Source: an optimization exercise on an open RTL-to-GDS flow (aim: small area and a short achievable clock period). Production flows keep margins and buffers that such runs may drop.
Function was checked by simulation only, so behaviour that the tests miss may differ from the original.
Power and IR drop assume default switching activity.

run a:
// rv_core_top
module rv_core_top (
    input  logic        clk,
    input  logic        rst_n,
    input  logic        halt,
    output logic [31:0] imem_addr,
    input  logic [31:0] imem_data,
    output logic        dmem_read_wrn,
    output logic [15:0] dmem_addr,
    output logic [31:0] dmem_wdata,
    input  logic [31:0] dmem_rdata,
    output logic        instr_retired,
    output logic        breakpoint_fired,
    output logic        finish_exec
);
    localparam logic [2:0] C_NONE  = 3'b000;    
    localparam logic [2:0] C_OTHER = 3'b001;    
    localparam logic [2:0] C_FIN   = 3'b010;    
    localparam logic [2:0] C_BRK   = 3'b011;    
    localparam logic [2:0] C_REG   = 3'b100;
    localparam logic [2:0] C_IMM   = 3'b101;
    localparam logic [2:0] C_LOAD  = 3'b110;
    localparam logic [2:0] C_STORE = 3'b111;
    wire run = !halt;
    logic [31:2] pc;
    always_ff @(posedge clk or negedge rst_n) begin
        if (!rst_n) pc <= '0;
        else        pc <= pc + {29'd0, run};
    end
    assign imem_addr = {pc, 2'b00};
    logic [2:0] cls_f;
    always_comb begin
        case (imem_data[6:0])
            7'b011_0011: cls_f = C_REG;
            7'b001_0011: cls_f = C_IMM;
            7'b000_0011: cls_f = C_LOAD;
            7'b010_0011: cls_f = C_STORE;
            7'b111_0011: begin
                if (imem_data[14:12] == 3'b000 && imem_data[31:20] == 12'd1)      cls_f = C_BRK;
                else if (imem_data[14:12] == 3'b000 && imem_data[31:20] == 12'd0) cls_f = C_FIN;
                else                                                               cls_f = C_OTHER;
            end
            default:     cls_f = (imem_data == 32'd0) ? C_NONE : C_OTHER;
        endcase
    end
    logic [2:0]  cls_d;
    logic [31:7] ir;
    logic [31:1] s1oh, s2oh;
    always_ff @(posedge clk or negedge rst_n) begin
        if (!rst_n)   cls_d <= C_NONE;
        else if (run) cls_d <= cls_f;
    end
    always_ff @(posedge clk) begin
        if (run) begin
            ir  <= imem_data[31:7];
            for (int k = 1; k < 32; k++) begin
                s1oh[k] <= (imem_data[19:15] == k[4:0]);
                s2oh[k] <= (imem_data[24:20] == k[4:0]);
            end
        end
    end
    logic [31:0] regs [1:31];
    logic [255:0] rf_grp [4];
    logic [7:0]   s1_grp [4];
    logic [7:0]   s2_grp [4];
    logic [31:0]  rs1_n  [4];
  ...
Size in the first run: ~4200 cells after synthesis, roughly 150 I/O pins, roughly 60000 um^2 of cells after synthesis.
export LEC_CHECK = 0
export CAP_MARGIN = 20
export CORE_MARGIN = 2
export CORE_UTILIZATION = 48
export CTS_CLUSTER_DIAMETER = 80
export CTS_CLUSTER_SIZE = 24
export PLACE_DENSITY = 0.6
export SETUP_SLACK_MARGIN = 2.7
export SLEW_MARGIN = 20
export SYNTH_HIERARCHICAL = 1
export SYNTH_MINIMUM_KEEP_SIZE = 0
create_clock -name core_clock -period 5.0 [get_ports {clk}]
run.sh (not shown) runs the stock make flow with config.mk's settings and CLKGATE_MAP_FILE= SYNTH_SCRIPT=/design/flow/synth_recipe.tcl, a recipe that flattens the netlist after the stock synthesis.
The inputs of run b differ from those of run a as listed below.
Settings: changing PLACE_DENSITY from 0.6 to 0.65; changing CORE_UTILIZATION from 48 to 55; changing SETUP_SLACK_MARGIN from 2.7 to 2.6.
Results
- On run b: post-CTS resize count is 265 lower than what run a gave.
- The area of all sequential standard cells was comparable across run b and run a.
- Beginning of the critical path: dmem_read_wrn -> run a, s2oh[25] -> run b
- Between run b and run a, the clock network latency to the later pin of the worst-skew pair does not differ in any meaningful way.
- Per the comparison of run b with run a, switching part of the total down 0.17 points, cell count down 310, total power per unit cell area up 1.8%.
- Delta (run b minus run a): combinational cell fraction of total power shrank by 0.4 points; total power grew by 0.80%; worst path setup slack after routing shrank by 27 ps.
- Number of diodes for run b is higher than for run a.

* * *

Starting RTL as in the previous note.
Settings: LEC_CHECK=0, CAP_MARGIN=20, CORE_MARGIN=2, CORE_UTILIZATION=48, CTS_CLUSTER_DIAMETER=80, CTS_CLUSTER_SIZE=24, PLACE_DENSITY=0.6, SETUP_SLACK_MARGIN=2.9, SLEW_MARGIN=20, SYNTH_HIERARCHICAL=1, SYNTH_MINIMUM_KEEP_SIZE=0; clock period 5.0 ns.
The first run finished clean.
==> next run, changes <==
--- a/flow/config.mk
+++ b/flow/config.mk
@@ -14 +14 @@
-export SETUP_SLACK_MARGIN = 2.9
+export SETUP_SLACK_MARGIN = 2.6
Effect:
- final cell count drops by about 2%
- total power drops by 1.8%
- via count drops by about 1.6%
- area after synthesis stays the same
- clock skew barely changes
- cell area drops by about 2.3%
- critical path depth drops by 3
- combinational power drops by about 9%
- routed wire length drops by about 1.7%

[static timing again, ports no longer ideal]
The results above use ideal ports. As a check the final layouts listed here were re-extracted and re-timed, cells and wires unchanged. Step 1: set_driving_cell puts a clkbuf_16 on clk and a buf_2 on each other input, an assumption about the parent block. Step 2 also shifts input and output timing later by t, the mid clock arrival at the registers, as if the neighbouring blocks saw the same clock. Slacks: no drivers / after step 1 / after step 2; pairs: no drivers / after step 1.
| run | shift t [ns] | slack for setup (ns) | hold slack, ns | pins driven straight from the clock port |
|---|---|---|---|---|
| run a | 0.746 | 2.603 / 2.524 / 2.010 | 0.311 / 0.258 / 0.427 | 1 |
| run b | 0.744 | 2.576 / 2.568 / 1.982 | 0.409 / 0.366 / 0.426 | 1 |
| the first run of note 2 | 0.746 | 2.644 / 2.603 / 2.279 | 0.280 / 0.230 / 0.424 | 1 |
| the second run of note 2 | 0.748 | 2.579 / 2.524 / 2.002 | 0.306 / 0.253 / 0.427 | 1 |
After both steps every run listed still meets setup and hold. The setup slack of run b, which loses most, moves by -0.008 ns with the drivers and by -0.594 ns with both steps.
